From an optimization exercise on the open Yosys and OpenROAD flow, aimed at small area, a short achievable clock period and few clock cycles; shortcuts taken in it are not production practice.
Where RTL was checked, it was by simulation tests only, not by an equivalence proof against the original.
Power and IR drop assume default switching activity.

==> build 13: inputs <==
## link_framer_top
module link_framer_top (
  input  logic       aclk,
  input  logic       aresetn,
  input  logic       in_tvalid,
  output logic       in_tready,
  input  logic [7:0] in_tdata,
  input  logic       in_tlast,
  output logic       out_tvalid,
  input  logic       out_tready,
  output logic [7:0] out_tdata,
  output logic       out_tlast
);
==> module link_framer_top, before the edit <==
module link_framer_top (
  input  logic       aclk,
  input  logic       aresetn,
  input  logic       in_tvalid,
  output logic       in_tready,
  input  logic [7:0] in_tdata,
  input  logic       in_tlast,
  output logic       out_tvalid,
  input  logic       out_tready,
  output logic [7:0] out_tdata,
  output logic       out_tlast
);
  logic s1;
  logic s0;
  logic rsv;
  logic esc_now;
  logic out_xfer;
  assign rsv     = (in_tdata[7:2] == 6'b011111) && (in_tdata[1:0] != 2'b00);
  assign esc_now = !s1 && rsv;
  assign out_tvalid     = in_tvalid || (s1 && !s0);
  assign out_tlast      = s1 && !s0;
  assign out_tdata[7]   = s0 && in_tdata[7];
  assign out_tdata[6:2] = s0 ? in_tdata[6:2] : 5'b11111;
  assign out_tdata[1]   = s0 ? (in_tdata[1] || esc_now) : s1;
  assign out_tdata[0]   = s0 ? (in_tdata[0] || esc_now) : !s1;
  assign in_tready = out_tready && s0 && !esc_now;
  assign out_xfer  = out_tvalid && out_tready;
  always_ff @(posedge aclk or negedge aresetn) begin
    if (!aresetn) begin
      s1 <= 1'b0;
      s0 <= 1'b0;
    end else if (out_xfer) begin
      case ({s1, s0})
        2'b00: begin
          s0 <= 1'b1;
        end
        2'b01: begin
          s1 <= rsv || in_tlast;
          s0 <= rsv || !in_tlast;
        end
        2'b11: begin
          s1 <= in_tlast;
          s0 <= !in_tlast;
        end
        default: begin
          s1 <= 1'b0;
        end
      endcase
    end
  end
endmodule
export LEC_CHECK = 0
export CAP_MARGIN = 20
export CORE_AREA = 3 3 61 61
export CTS_BUF_LIST = sky130_fd_sc_hd__clkbuf_1
export DIE_AREA = 0 0 64 64
export SETUP_SLACK_MARGIN = 2.2
export SLEW_MARGIN = 20
create_clock -name core_clock -period 4.5 [get_ports {aclk}]
standard.sh (not shown) runs the stock make flow with config.mk's settings and CLKGATE_MAP_FILE= SYNTH_SCRIPT=/design/flow/synth_recipe.tcl, a recipe that flattens the netlist after the stock synthesis.
==> flow/flow/run.sh <==
#!/bin/bash
# The standard layout (the standard.sh) with extra ORFS settings:
# BUFFER_PORTS_ARGS="-buffer_cell sky130_fd_sc_hd__buf_1" RECOVER_POWER=100
# make's full output goes to standard.log; each ORFS step keeps its own log under orfs/logs.
set -euo pipefail
bash standard.sh BUFFER_PORTS_ARGS="-buffer_cell sky130_fd_sc_hd__buf_1" RECOVER_POWER=100 finish > standard.log 2>&1
==> build 42 (differences from build 13) <==
==> flow/design.v (replaced) <==
`default_nettype none
package framing_pkg;
  localparam logic [7:0] start_byte  = 8'h7D;
  localparam logic [7:0] stop_byte   = 8'h7E;
  localparam logic [7:0] escape_byte = 8'h7F;
endpackage
`default_nettype wire
`timescale 1ns/1ps
`default_nettype none
import framing_pkg::*;
module lf_nand4 (input logic a, b, c, d, output logic y);
  assign y = !(a && b && c && d);
endmodule
module lf_nand4b (input logic an, b, c, d, output logic y);
  assign y = !(!an && b && c && d);
endmodule
module lf_nand3b (input logic an, b, c, output logic y);
  assign y = !(!an && b && c);
endmodule
module lf_nor2 (input logic a, b, output logic y);
  assign y = !(a || b);
endmodule
module lf_and2 (input logic a, b, output logic y);
  assign y = a && b;
endmodule
module lf_or2 (input logic a, b, output logic y);
  assign y = a || b;
endmodule
module lf_or2b (input logic a, bn, output logic y);
  assign y = a || !bn;
endmodule
module lf_a21oi (input logic a1, a2, b1, output logic y);
  assign y = !((a1 && a2) || b1);
endmodule
module lf_o21ai (input logic a1, a2, b1, output logic y);
  assign y = !((a1 || a2) && b1);
endmodule
module lf_a31oi (input logic a1, a2, a3, b1, output logic y);
  assign y = !((a1 && a2 && a3) || b1);
endmodule
module lf_and4 (input logic a, b, c, d, output logic y);
  assign y = a && b && c && d;
endmodule
module lf_and3b (input logic an, b, c, output logic y);
  assign y = !an && b && c;
endmodule
module lf_nand2 (input logic a, b, output logic y);
  assign y = !(a && b);
endmodule
module lf_decode (
  input  logic body,
  input  logic b,
  output logic fresh,
  output logic at_stop,
  output logic at_start
);
  assign fresh    = body && b;
  assign at_stop  = !body && b;
  assign at_start = !body && !b;
endmodule
module lf_next (
  input  logic body,
  input  logic b,
  input  logic tvalid,
  input  logic tready,
  input  logic tlast,
  input  logic hi_n,
  input  logic pre_n,
  input  logic low_zero,
  output logic body_d,
  output logic b_d
);
  logic rv;
  logic esc;
  assign rv  = tready && tvalid;
  assign esc = !(hi_n || pre_n || low_zero);
  assign body_d = body ? (!rv || !tlast || esc) : (!b && rv);
  assign b_d    = body ? (b ? !(rv && esc) : rv) : (b ? !tready : rv);
endmodule
module link_framer_top (
  input  logic       aclk,
  input  logic       aresetn,
  input  logic       in_tvalid,
  output logic       in_tready,
  input  logic [7:0] in_tdata,
  input  logic       in_tlast,
  output logic       out_tvalid,
  input  logic       out_tready,
  output logic [7:0] out_tdata,
  output logic       out_tlast
);
  logic body;
  logic b;
  logic body_d;
  logic b_d;
  logic fresh;
  logic at_stop;
  logic at_start;
  lf_decode u_decode (.body(body), .b(b), .fresh(fresh), .at_stop(at_stop), .at_start(at_start));
  logic hi_n;      
  logic esc1_n;    
  logic esc0_n;    
  logic pre_n;     
  logic low_zero;  
  logic keep1_n;   
  logic keep0_n;   
  lf_nand4  u_hi    (.a(in_tdata[6]), .b(in_tdata[5]), .c(in_tdata[4]), .d(in_tdata[3]), .y(hi_n));
  lf_nand4b u_esc1  (.an(in_tdata[7]), .b(in_tdata[2]), .c(in_tdata[0]), .d(fresh), .y(esc1_n));
  lf_nand4b u_esc0  (.an(in_tdata[7]), .b(in_tdata[2]), .c(in_tdata[1]), .d(fresh), .y(esc0_n));
  lf_nand3b u_pre   (.an(in_tdata[7]), .b(in_tdata[2]), .c(fresh), .y(pre_n));
  lf_nor2   u_low   (.a(in_tdata[1]), .b(in_tdata[0]), .y(low_zero));
  lf_a21oi  u_keep1 (.a1(body), .a2(in_tdata[1]), .b1(at_stop), .y(keep1_n));
  lf_a21oi  u_keep0 (.a1(body), .a2(in_tdata[0]), .b1(at_start), .y(keep0_n));
  lf_o21ai  u_out1  (.a1(hi_n), .a2(esc1_n), .b1(keep1_n), .y(out_tdata[1]));
  lf_o21ai  u_out0  (.a1(hi_n), .a2(esc0_n), .b1(keep0_n), .y(out_tdata[0]));
  logic hi;        
  logic pre;       
  logic low_any;   
  logic go_n;      
  lf_and4   u_hip   (.a(in_tdata[6]), .b(in_tdata[5]), .c(in_tdata[4]), .d(in_tdata[3]), .y(hi));
  lf_and3b  u_prep  (.an(in_tdata[7]), .b(in_tdata[2]), .c(fresh), .y(pre));
  lf_or2    u_lowa  (.a(in_tdata[1]), .b(in_tdata[0]), .y(low_any));
  lf_nand2  u_go    (.a(out_tready), .b(body), .y(go_n));
  lf_a31oi  u_rdy   (.a1(hi), .a2(pre), .a3(low_any), .b1(go_n), .y(in_tready));
  lf_and2   u_out7  (.a(body), .b(in_tdata[7]), .y(out_tdata[7]));
  for (genvar k = 2; k < 7; k++) begin : g_hi
    lf_or2b u_outk  (.a(in_tdata[k]), .bn(body), .y(out_tdata[k]));
  end
  lf_or2    u_valid (.a(in_tvalid), .b(at_stop), .y(out_tvalid));
  assign out_tlast = at_stop;
  lf_next u_next (
    .body     (body),
    .b        (b),
    .tvalid   (in_tvalid),
    .tready   (out_tready),
    .tlast    (in_tlast),
    .hi_n     (hi_n),
    .pre_n    (pre_n),
    .low_zero (low_zero),
    .body_d   (body_d),
    .b_d      (b_d)
  );
  always_ff @(posedge aclk or negedge aresetn) begin
    if (!aresetn) begin
      body <= 1'b0;
      b    <= 1'b0;
    end else begin
      body <= body_d;
      b    <= b_d;
    end
  end
endmodule
`default_nettype wire
==> flow/flow/run.sh (replaced) <==
#!/bin/bash
# The standard layout (the standard.sh) with extra ORFS settings:
# BUFFER_PORTS_ARGS="-buffer_cell sky130_fd_sc_hd__buf_1"
# make's full output goes to standard.log; each ORFS step keeps its own log under orfs/logs.
set -euo pipefail
bash standard.sh BUFFER_PORTS_ARGS="-buffer_cell sky130_fd_sc_hd__buf_1" finish > standard.log 2>&1
--- a/flow/config.mk
+++ b/flow/config.mk
@@ -10,4 +10,8 @@
 export CTS_BUF_LIST = sky130_fd_sc_hd__clkbuf_1
+export CTS_CLUSTER_DIAMETER = 100
+export CTS_CLUSTER_SIZE = 4
 export DIE_AREA = 0 0 64 64
-export SETUP_SLACK_MARGIN = 2.2
+export SETUP_SLACK_MARGIN = 1.8
 export SLEW_MARGIN = 20
+export SYNTH_HIERARCHICAL = 1
+export SYNTH_MINIMUM_KEEP_SIZE = 0
==> trial 3 (differences from build 13) <==
==> flow/run.sh (new file) <==
#!/bin/bash
# synth_recipe.tcl (not shown) runs the flow's synth.tcl, then flattens the netlist and writes it again
# the make line also repeats each setting of config.mk as NAME=value (left out here)
make -C /OpenROAD-flow-scripts/flow DESIGN_CONFIG=/design/flow/config.mk WORK_HOME=/design/flow/orfs CLKGATE_MAP_FILE= SYNTH_SCRIPT=/design/flow/synth_recipe.tcl finish
--- a/flow/config.mk
+++ b/flow/config.mk
@@ -8,6 +8,5 @@
 export CAP_MARGIN = 20
-export CORE_AREA = 3 3 61 61
-export CTS_BUF_LIST = sky130_fd_sc_hd__clkbuf_1
-export DIE_AREA = 0 0 64 64
-export SETUP_SLACK_MARGIN = 2.2
+export CORE_MARGIN = 2
+export CORE_UTILIZATION = 40
+export SETUP_SLACK_MARGIN = 2.0
 export SLEW_MARGIN = 20
removed: flow/flow/run.sh
removed: flow/standard.sh
==> results.txt <==
- In build 42 the register-to-register slack is worse than in build 13, by 370 ps.
- In build 42 the sequential power is larger than in build 13, by about 30%.
- Of build 42 and trial 3, build 42 has the higher synthesized cell count (gap about 17%, measured against trial 3).
- Of build 42 and build 13, build 42 has the higher power (gap 40%, measured against build 13).
- In build 13 the worst hold slack is better than in build 42, by 13 ps.
- In build 42 the final cell count is larger than in build 13, by 5.1%.
- Against build 42, the setup slack of build 13 is lower by 220 ps.
- Build 13 passed the timing, DRC and antenna checks. Trial 3 did not get past 2_4_floorplan_pdn with PDN-0185. Build 42 passed the timing, DRC and antenna checks.
==> figures <==
| quantity | build 13 | build 42 | trial 3 |
|---|---|---|---|
| Core outline area | 3128 um2 | 3128 um2 | - |
| Proportion of netlist area held by the largest area contributor | 22.10% | 19.70% | 22.10% |
| R2R Path Start | s1 | body | - |
| Multi-input combinational cell area | 186.4 um2 | 203.9 um2 | - |
| Data arrival time of the critical path | 1820 ps | 1590 ps | - |
| Final setup TNS | 0 ps | 0 ps | - |
| Share of the final layout cell area in multi-input gates | 44.74% | 50.15% | - |
| Crit path launch | in_tdata[7] | in_tdata[0] | - |
| Mapped Nets | 42 | 47 | 42 |
| Floorplan die height | 64 um | 64 um | 27.80 um |
| Sequential power | 40.7 uW | 53.6 uW | - |
| Buf/Inv on CP | 2 | 2 | - |
| Average instance area after synthesis | 7.809 um2 | 7.470 um2 | 7.809 um2 |
| H-tree level count | 1 | 1 | - |
| Cell Pwr Density | 324.4 nW/um2 | 466.5 nW/um2 | - |
| Result of the run | no timing/DRC/antenna violations | no timing/DRC/antenna violations | stopped before the end |
| Last stage reached | - | - | 2_4_floorplan_pdn |
Testbench counts of build 13, summed over its fixed seeds: cycles 80,218.
Testbench counts of trial 3, summed over its fixed seeds: cycles 80,218.
Function not checked in build 42: the RTL went through the layout flow alone.

separate check: timing with driven ports:
The results above use ideal ports. As a check the final layouts listed here were re-extracted and re-timed, cells and wires unchanged.
Step 1 assumes that a clkbuf_16 drives the clock port and a buf_2 every other input.
Step 2, shift: input delay + t, output delay - t, t = (earliest + latest rising clock arrival at the registers) / 2. This alone moves slack from input paths to output paths.
Slacks: ideal / step 1 / step 2; pairs: ideal / step 1.
run | t (ns) | setup WS [ns] | worst register clock-pin slew, ns | worst data-port slew with drivers (ns)
build 13 | 0.216 | 1.785 / 1.761 / 1.761 | 0.05 / 0.05 | 0.03
build 42 | 0.218 | 2.008 / 1.987 / 1.987 | 0.06 / 0.06 | 0.03
After both steps every run listed still meets setup and hold. For build 13, which loses most, drivers alone change the setup slack by -0.024 ns; drivers and shift together by -0.024 ns.
